Source: an optimization exercise on an open RTL-to-GDS flow (aim: small area and a short achievable clock period). Production flows keep margins and buffers that such runs may drop. No run shown here included a check of the RTL's function; only the layout flow was run. Power is estimated from default activity; no workload was simulated.

## design/flow/flow/run.sh

```bash
#!/bin/bash
# Layout flow: the standard ORFS flow (standard.sh) with two changes:
#  - synthesis is the standard flow's own script, except that its final ABC mapping call
#    uses flow/abc_map.script (area-oriented mapping of the AND/inverter
#    network in the RTL) in place of ORFS's speed script;
#    and the half/full-adder extraction is left out (ADDER_MAP_FILE empty);
#  - the port buffers that global placement inserts are buf_1 cells.
# Each step's full output goes to a log file in this folder, and ORFS's own
# per-step logs stay under orfs/logs/.
set -euo pipefail
W=$PWD
F=$W/flow

# Synthesis script: synth_recipe.tcl with the abc call redirected.
{
  head -n 1 synth_recipe.tcl
  cat <<TCL
proc abc {args} {
  set i [lsearch -exact \$args -script]
  if {\$i >= 0} { lset args [expr {\$i + 1}] {$F/abc_map.script} }
  yosys abc {*}\$args
}
TCL
  tail -n +2 synth_recipe.tcl
} > own_synth.tcl

VARS=(
  "SYNTH_SCRIPT=$W/own_synth.tcl"
  "BUFFER_PORTS_ARGS=-buffer_cell sky130_fd_sc_hd__buf_1"
  "ADDER_MAP_FILE="
)
bash standard.sh "${VARS[@]}" synth > synth.log 2>&1
bash standard.sh "${VARS[@]}" finish > layout.log 2>&1
```

## design/flow/design.v

```verilog
module log2 #(
  parameter int FRAC_W = 5,
  parameter int MANT_W = 16
) (
  input  logic              clk,
  input  logic              rst_n,
  input  logic [7:0]        x,
  input  logic              validx,
  output logic [FRAC_W+2:0] y,
  output logic              validy
);
  logic [9:0] nrm;
  logic a20, a21, a22, a24, a25, a26, a27, a28, a29, a31;
  logic a32, a33, a34, a35, a36, a37, a38, a40, a41, a42;
  logic a43, a44, a46, a47, a48, a49, a51, a52, a53, a54;
  logic a55, a56, a57, a58, a59, a60, a61, a63, a64, a66;
  logic a67, a68, a69, a70, a72, a73;
  assign nrm[0] = x[0] & x[7];
  assign a20 = x[1] & x[7];
  assign a21 = x[6] & ~x[7];
  assign a22 = x[0] & a21;
  assign nrm[1] = a20 | a22;
  assign a24 = ~x[6] & ~x[7];
  assign a25 = x[5] & a24;
  assign a26 = x[0] & a25;
  assign a27 = x[2] & x[7];
  assign a28 = x[1] & a21;
  assign a29 = ~a27 & ~a28;
  assign nrm[2] = a26 | ~a29;
  assign a31 = ~x[5] & a24;
  assign a32 = x[0] & x[4];
  assign a33 = a31 & a32;
  assign a34 = x[1] & a25;
  assign a35 = x[2] & a21;
  assign a36 = x[3] & x[7];
  assign a37 = ~a35 & ~a36;
  assign a38 = ~a34 & a37;
  assign nrm[3] = a33 | ~a38;
  assign a40 = x[1] & a31;
  assign a41 = ~x[7] & ~a40;
  assign a42 = x[4] & ~a41;
  assign a43 = x[2] & a25;
  assign a44 = ~x[4] & ~x[5];
  assign nrm[9] = ~a24 | ~a44;
  assign a46 = x[0] & ~nrm[9];
  assign a47 = ~a21 & ~a46;
  assign a48 = x[3] & ~a47;
  assign a49 = ~a43 & ~a48;
  assign nrm[4] = a42 | ~a49;
  assign a51 = x[3] & ~x[6];
  assign a52 = ~x[7] & ~a51;
  assign a53 = ~x[4] & a40;
  assign a54 = ~x[5] & ~a53;
  assign a55 = ~a52 & ~a54;
  assign a56 = x[4] & ~x[7];
  assign a57 = ~x[3] & a46;
  assign a58 = ~a56 & ~a57;
  assign a59 = x[2] & a31;
  assign a60 = ~x[6] & ~a59;
  assign a61 = ~a58 & ~a60;
  assign nrm[5] = a55 | a61;
  assign a63 = a52 & a54;
  assign a64 = a58 & a60;
  assign nrm[6] = ~a63 & ~a64;
  assign a66 = x[1] & ~x[2];
  assign a67 = ~x[3] & ~a66;
  assign a68 = ~x[4] & ~a67;
  assign a69 = ~x[5] & ~a68;
  assign a70 = ~x[6] & ~a69;
  assign nrm[7] = x[7] | a70;
  assign a72 = ~x[2] & ~x[3];
  assign a73 = a44 & ~a72;
  assign nrm[8] = ~a24 | a73;
  logic [6:0] m;
  logic [4:0] f;
  assign m = nrm[6:0];
  logic b13, b14, b15, b16, b17, b18, b19, b20, b21, b22;
  logic b23, b24, b25, b26, b27, b28, b29, b30, b31, b32;
  logic b33, b34, b35, b36, b37, b38, b39, b40, b41, b42;
  logic b43, b44, b45, b46, b47, b48, b49, b50, b51, b52;
  logic b53, b54, b55, b56, b57, b58, b59, b60, b61, b62;
  logic b63, b65, b66, b67, b68, b69, b70, b71, b72, b73;
  logic b75, b76, b77, b79, b80;
  assign b13 = m[1] & m[2];
  assign b14 = ~m[3] & ~b13;
  assign b15 = ~m[1] & m[2];
  assign b16 = m[0] & ~b15;
  assign b17 = ~m[1] & ~b16;
  assign b18 = b14 & ~b17;
  assign b19 = m[0] & m[1];
  assign b20 = ~m[2] & ~b19;
  assign b21 = m[1] & ~m[4];
  assign b22 = ~m[3] & b21;
  assign b23 = ~b20 & ~b22;
  assign b24 = ~b18 & ~b23;
  assign b25 = m[4] & ~b13;
  assign b26 = m[3] & m[4];
  assign b27 = m[5] & ~b26;
  assign b28 = ~b25 & b27;
  assign b29 = ~b24 & b28;
  assign b30 = ~m[0] & m[3];
  assign b31 = ~m[4] & ~m[5];
  assign b32 = ~b30 & b31;
  assign b33 = m[6] & ~b32;
  assign b34 = b13 & ~b33;
  assign b35 = m[6] & ~b34;
  assign b36 = ~b29 & b35;
  assign b37 = m[3] & ~m[5];
  assign b38 = b19 & ~b37;
  assign b39 = ~m[2] & ~b21;
  assign b40 = ~b27 & b39;
  assign b41 = ~b38 & b40;
  assign b42 = b36 & ~b41;
  assign b43 = m[3] & b16;
  assign b44 = ~m[4] & ~b43;
  assign b45 = ~m[5] & ~b44;
  assign b46 = b15 & ~b37;
  assign b47 = m[0] & b26;
  assign b48 = ~m[0] & ~m[3];
  assign b49 = ~m[4] & b48;
  assign b50 = m[1] & ~b49;
  assign b51 = ~b47 & ~b50;
  assign b52 = ~m[2] & ~b51;
  assign b53 = ~b46 & ~b52;
  assign b54 = ~b45 & b53;
  assign b55 = ~m[1] & ~m[2];
  assign b56 = b25 & ~b55;
  assign b57 = ~m[6] & ~b47;
  assign b58 = ~b56 & b57;
  assign b59 = ~m[5] & ~b58;
  assign b60 = b15 & ~b48;
  assign b61 = b59 & ~b60;
  assign b62 = ~m[6] & ~b61;
  assign b63 = ~b54 & b62;
  assign f[0] = b42 | b63;
  assign b65 = m[5] & ~b36;
  assign b66 = ~b59 & ~b65;
  assign b67 = ~m[3] & ~b34;
  assign b68 = m[3] & b34;
  assign b69 = ~b67 & ~b68;
  assign b70 = ~b66 & ~b69;
  assign b71 = m[2] & b37;
  assign b72 = b66 & ~b71;
  assign b73 = ~b14 & b72;
  assign f[1] = b70 | b73;
  assign b75 = ~b67 & ~b72;
  assign b76 = m[4] & b75;
  assign b77 = ~m[4] & ~b75;
  assign f[2] = ~b76 & ~b77;
  assign b79 = m[5] & b76;
  assign b80 = ~m[5] & ~b76;
  assign f[3] = ~b79 & ~b80;
  assign f[4] = m[6] | b79;
  always_ff @(posedge clk) begin
    y      <= {nrm[9:7], f};
    validy <= rst_n & validx;
  end
endmodule
```

## design/flow/standard.sh

```bash
#!/bin/bash
# synth_recipe.tcl (not shown) runs the flow's synth.tcl, then flattens the netlist and writes it again
# the make line also repeats each setting of config.mk as NAME=value (left out here)
make -C /OpenROAD-flow-scripts/flow DESIGN_CONFIG=/design/flow/config.mk WORK_HOME=/design/flow/orfs CLKGATE_MAP_FILE= SYNTH_SCRIPT=/design/flow/synth_recipe.tcl "${@:-finish}"
```

## design/flow/constraint.sdc

```tcl
create_clock -name core_clock -period 7.0 [get_ports {clk}]
set_input_delay 1.4000 -clock core_clock [delete_from_list [all_inputs] [get_ports {clk}]]
set_output_delay 1.4000 -clock core_clock [all_outputs]
set_load 0.01 [all_outputs]
```

## design/flow/flow/abc_map.script

```
strash
dch
amap
topo
```

## design/flow/config.mk

```make
export PLATFORM = sky130hd
export DESIGN_NAME = log2
export DESIGN_NICKNAME = log2
export VERILOG_FILES = /design/flow/design.v
export SDC_FILE = /design/flow/constraint.sdc
export NUM_CORES = 4
export LEC_CHECK = 0
export CAP_MARGIN = 20
export CORE_MARGIN = 2
export CORE_UTILIZATION = 40
export SLEW_MARGIN = 20
```

==> out/metrics.cfg, run 1 <==
[outcome]
status = finished clean

[cells_and_area]
nFillCells = 158
diodes = 0
regArea_um2 = 180
final_nets = 131
multi_input_comb_area_um2 = 379
drive_gt1_share_pct = 3.36
final_cell_mix = 19 x nor2_1, 19 x buf_1, 14 x clkinv_1
area_delta_synth_final_pct = 20.4

[route]
avgRoutedWirePerCell_um = 10.8
vias_per_cell = 5.56
num_vias = 751
dr.pass1.iters = 4
drt-initial-drc-count = 61
drcViolationCount = 0
ant_nets = 0
wl_um = 1460

[cts]
cts_hold_buf = 0
post_cts_buffers = 0
htree_levels = 1
cts_root_buffer = clkbuf_4
cts_sinks = 9
cts_made_buffers = 3
clk_pin_slew_ns = 0.06
cts_buffer_depth = 2
post_cts_resized = 0
cts_tree = yes

[hold_path]
hold_path.class = in -> reg
worstHoldStart = validx

[floorplan]
die_area_um2 = 1860
initial_utilization_pct = 41.6
coreArea_um2 = 1470
die_x_um = 43.1
die_h_um = 43.1
rows = 14
ios = 20

[yosys]
ys.flop_type = dfxtp_1
yosysSeqAreaShare_pct = 29.4
syn-cell-area_um2 = 612
synthCells = 95
syn_nets = 106
synth.ff_latch_count = 9
postSynthAreaPerCell_um2 = 6.44
yosysUniqueCellTypes = 23
ys_warn_count = 1
ys_async_sr_fraction_pct = 0
synth_edf_count = 0

[global_routing]
grt_max_degree = 9
grt_pass1_vias = 607
antenna_found_initial = 0
grt_pass1_wl_um = 2420
use_met2_pct = 25.1
grt_usage_pct = 16.7
busiest_layer = met2
met1_usage_pct = 22.7
grtUsageMet3_pct = 1.70
grt_overflow = 0

[worst_setup_path]
crit_chain = buf_1, clkinv_1, nand4_1, or2_0, nand2_1, a221oi_1, clkinv_1, a211oi_1, o21a_1, nor2_1, o21ai_0, a21oi_1, nand2_1, o21ai_0, nor2_1, nand2_1, o21a_1
worstSetupStartpoint = x[7]
worst-path-max-fanout = 7
start_kind = input pin
end_kind = flop
slowest_stage = a221oi_1
critical-path-top-delay-family = compound AO/OA/AOI/OAI gates
critPathKind = in -> reg
path_common_cell = nand2_1
worstPathArrival_ns = 4.45
path_buf_inv = 3
crit_path_max_incr_delay_ns = 0.59
cp.required_ns = 7.15

[power_and_ir_drop]
p_switching_uw = 49.1
p_sw_share_pct = 33.5
power_per_cell_area_nw_per_um2 = 199
combPwrFrac_pct = 33.7
p_leak_nw = 0.268
ir_drop_uv = 59.1
p_clk_share_pct = 25.9
power.internal_uw = 97.4
p_seq_share_pct = 40.4

[timing]
finalHoldViolCount = 0
post-route-period-util_pct = 61.4
layout_setup_ws_ns = 2.70
fmax_ghz = 0.233
setup_viol = 0
setup_tns_ns = 0
hold_ws_ns = 1.34
tightestPinTransition_ns = 0.763
maxSlewHeadroom_pct = 49.1
report.final.slew_viol_count = 0
min_period_ns = 4.30
rsz0062_at_grt = false

[placed_design]
routabilityCongestion = 0.887
dpl_worst_slack_ns = 2.48
dp_hpwl_um = 1160
io_buffers = 19

[run]
drv_cap = 0

## cell usage after synthesis, drive strengths merged, types with 2 or more instances
cell | n | share of area (%)
clkinv | 14 | 8.6
nor2 | 19 | 12
or2 | 2 | 2.0
a222oi | 2 | 3.3
o21a | 3 | 3.7
nand3 | 2 | 1.6
a21oi | 6 | 4.9
nor3 | 2 | 1.6
o22ai | 5 | 5.1
a22oi | 2 | 2.5
o21ai | 7 | 5.7
dfxtp | 9 | 29
nand2 | 12 | 7.4
## power groups by stage
| stage | sequential, mW | combinational, mW | clock (mW) |
|---|---|---|---|
| after global placement | 0.0603 | 0.0487 | 0 |
| final | 0.0591 | 0.0494 | 0.0380 |
| after global routing | 0.0596 | 0.0552 | 0.0419 |
| after floorplan | 0.0642 | 0.0302 | 0 |
| after detailed placement | 0.0602 | 0.0486 | 0 |
| after CTS | 0.0592 | 0.0488 | 0.0393 |
## flip-flops by register name, indices dropped and copies added (netlist names)
name / flops
validy: 1
y: 8
## worst paths after layout
path | end | slack (ns) | cells past startpoint
min | validy$_DFF_P_ | 1.34 | 2
max | y[3]$_DFF_P_ | 2.70 | 17
## logic make-up (layout without fill, tap and decap cells)
logic type	count (synthesis)	after routing	share of synthesized area, %
AND/OR/NAND/NOR	41	41	28.6
AO/OA/AOI/OAI	31	31	33.3
buffers and inverters	14	38	8.59
flip-flops	9	9	29.4
## layer usage
| metal | wire [µm] | up-vias |
|---|---|---|
| met5 | 0 | - |
| met4 | 8 | 0 |
| met3 | 132 | 2 |
| met2 | 645 | 43 |
| met1 | 673 | 316 |
| li1 | - | 390 |
## area by class of cell
cell class | count | share of cell area, %
Multi-Input combinational cell | 72 | 51.4
Inverter | 14 | 7.13
Clock buffer | 4 | 3.57
Sequential cell | 9 | 24.4
Timing Repair Buffer | 20 | 10.7
Tap cell | 16 | 2.72
## stage by stage
| stage | cell area (µm²) | power (mW) | std cells | utilization, % |
|---|---|---|---|---|
| 4_1_cts | 737 | 0.147 | 135 | 50.1 |
| 3_5_place_dp | 711 | 0.109 | 131 | 48.3 |
| 5_1_grt | 737 | 0.157 | 135 | 50.1 |
| 3_3_place_gp | 711 | 0.109 | 131 | 48.3 |
| 2_1_floorplan | 612 | 0.0943 | 95 | - |
| 6_report | 737 | 0.147 | 135 | 50.1 |
==> run 2, diff against run 1 <==
--- a/design/flow/config.mk
+++ b/design/flow/config.mk
@@ -8,4 +8,5 @@
 export CAP_MARGIN = 20
 export CORE_MARGIN = 2
 export CORE_UTILIZATION = 40
+export SETUP_SLACK_MARGIN = 4.6
 export SLEW_MARGIN = 20
==> run 2 against run 1 <==
Still clean on timing, DRC and antenna; flip-flop and latch count unchanged; sequential power about the same; setup slack better by 0.82 ns; via count up 19%; synthesized area unchanged; final area up 63%; synthesized cell count unchanged; count of clock-buffer cells in the layout unchanged; critical path depth unchanged; die area unchanged; critical path type unchanged; critical endpoint unchanged.
==> out/metrics.cfg, run 2 <==
[outcome]
status = finished clean

[timing]
setup_tns_ns = 0
setup_viol = 0
hold_ws_ns = 1.34
post-route-period-util_pct = 49.6
rsz0062_at_grt = true
layout_setup_ws_ns = 3.53
tightestPinTransition_ns = 0.537
min_period_ns = 3.47
report.final.slew_viol_count = 0
fmax_ghz = 0.288
finalHoldViolCount = 0
maxSlewHeadroom_pct = 64.1

[worst_setup_path]
worstPathArrival_ns = 3.61
critPathKind = in -> reg
cp.required_ns = 7.14
end_kind = flop
start_kind = input pin
worst-path-max-fanout = 5

[route]
drt-initial-drc-count = 35
vias_per_cell = 5.59
ant_nets = 0
drcViolationCount = 0
avgRoutedWirePerCell_um = 14.1
num_vias = 895
dr.pass1.iters = 6
wl_um = 2250

[cts]
cts_made_buffers = 3
clk_pin_slew_ns = 0.06
htree_levels = 1
cts_root_buffer = clkbuf_4
cts_sinks = 9
cts_buffer_depth = 2
cts_tree = yes

[run]
drv_cap = 0

[cells_and_area]
multi_input_comb_area_um2 = 524
final_nets = 156
nFillCells = 90
stdcell_area_um2 = 1200
diodes = 0
layout_commonest_cell = buf_4
regArea_um2 = 180
largest_register = y
largest_reg_flops = 8
final_cell_mix = 22 x buf_4, 15 x nor2_1, 15 x buf_1
finalNonFillerCells = 160
area_delta_synth_final_pct = 95.9
drive_gt1_share_pct = 43.8
postLayoutCoreUtil_pct = 81.5
reg_top3 = y x8, validy x1

[floorplan]
die_x_um = 43.1
rows = 14
coreArea_um2 = 1470
initial_utilization_pct = 41.6
die_area_um2 = 1860
die_h_um = 43.1
ios = 20

[yosys]
synth-xor-area-share_pct = 0
yosysTopAreaCellShare_pct = 29.4
synth-compound-area-share_pct = 33.3
synth.ff_latch_count = 9
yosysSeqAreaShare_pct = 29.4
synthAdderAreaFrac_pct = 0
syn-cell-area_um2 = 612
ys_top_cells_by_count = 19 x nor2_1, 14 x clkinv_1, 12 x nand2_1
synth_edf_count = 0
yosysTopAreaCell = dfxtp_1
ys_warn_count = 1
netlist_top_cells_area = dfxtp_1 29%, nor2_1 12%, clkinv_1 8.6%
synthCells = 95
muxShareOfSynthArea_pct = 0
yosysMostFrequentCell = nor2_1
ys.flop_type = dfxtp_1
syn_nets = 106
yosysUniqueCellTypes = 23
postSynthAreaPerCell_um2 = 6.44
ys_async_sr_fraction_pct = 0
synth_simple_gate_area_share_pct = 28.6
synth_top_family_by_area = compound AO/OA/AOI/OAI gates

[placed_design]
dp_hpwl_um = 1230
dpl_worst_slack_ns = 2.64
routabilityCongestion = 0.889
dp_cells = 130
placed_area_um2 = 818
io_buffers = 19

[global_routing]
grt_max_degree = 9
grt_pass1_vias = 824
grt_overflow = 0
grt_usage_pct = 24.8
grt_pass1_wl_um = 3540
antenna_found_initial = 0

[hold_path]
worstHoldStart = validx
hold_end = validy$_DFF_P_
whs_path_depth = 2
hold_path.class = in -> reg

[power_and_ir_drop]
ir_drop_uv = 79.1
p_leak_nw = 0.495
p_total_uw = 194
power_per_cell_area_nw_per_um2 = 162

run 2: how the worst max path moves through the flow:
stage | from | end | slack (ns)
after detailed placement | x[7] | y[3]$_DFF_P_ | 2.64
final | x[6] | y[3]$_DFF_P_ | 3.53
after global placement | x[7] | y[3]$_DFF_P_ | 2.70
after global routing | x[7] | y[3]$_DFF_P_ | 3.44
after floorplan | x[7] | y[3]$_DFF_P_ | 3.55
after CTS | x[7] | y[3]$_DFF_P_ | 3.65
run 2: repair_timing:
item,CTS,global route
hold buffers,0,0
setup buffers,23,3
setup endpoints to repair,5,5
gates resized for setup,31,15
pin swaps,19,6
run 2: cell type report:
type | count | share of cell area [%]
multi-input combinational | 72 | 43.7
timing repair buffer | 45 | 27.8
sequential | 9 | 15.0
inverter | 14 | 9.60
clock buffer | 4 | 2.19
tap | 16 | 1.67
run 2: where the power goes:
group,switching (mW),internal [mW],leakage [nW]
combinational,0.0503,0.0461,0.404
sequential,0.00134,0.0578,0.0754
clock,0.0164,0.0219,0.0150
total,0.0681,0.126,0.495
run 2: layer usage:
| layer | part of all wire, % | GRT usage [%] |
|---|---|---|
| met5 | 0 | 0 |
| met4 | 2.3 | 13.9 |
| met3 | 5.9 | 2.13 |
| met2 | 52 | 43.0 |
| met1 | 39 | 29.5 |
run 2: cell families (layout without fill, tap and decap cells):
logic type	after synthesis	in the layout
AOI/OAI and AO/OA	31	31
buffers and inverters	14	63
DFF	9	9
and+or+nand+nor	41	41
run 2: worst max-delay path, cell delays in order:
cell      delay [ns]
buf_8           0.10
clkinv_8        0.05
nand4_1         0.14
or2_4           0.29
o22ai_4         0.18
a22oi_2         0.12
clkinv_2        0.09
a211oi_2        0.04
o21a_1          0.22
nor2_1          0.14
o21ai_1         0.14
a21oi_2         0.18
nand2_2         0.08
o21ai_2         0.08
nor2_2          0.05
buf_4           0.13
o21a_1          0.16

[re-timing with driven ports]
The results above use ideal ports. As a check the final layouts listed here were re-extracted and re-timed, cells and wires unchanged. Step 1: set_driving_cell puts a clkbuf_16 on clk and a buf_2 on each other input, an assumption about the parent block. Step 2 adds t to the input delays and takes it off the output delays; t is the mean of the earliest and latest rising clock arrival at the registers after step 1. Input paths then give back, and output paths get back, about the clock's delay inside the block. Slacks: ideal / step 1 / step 2; pairs: ideal / step 1.
| run | shift t [ns] | setup slack, ns | worst setup path at the end | clock arrival spread, ns |
|---|---|---|---|---|
| run 1 | 0.269 | 2.705 / 2.700 / 2.431 | input to register | 0.003 / 0.003 |
| run 2 | 0.268 | 3.530 / 3.478 / 3.210 | input to register | 0.002 / 0.003 |
After both steps setup and hold are still met in every run listed. The setup slack of run 2, which loses most, moves by -0.052 ns with the drivers and by -0.320 ns with both steps.
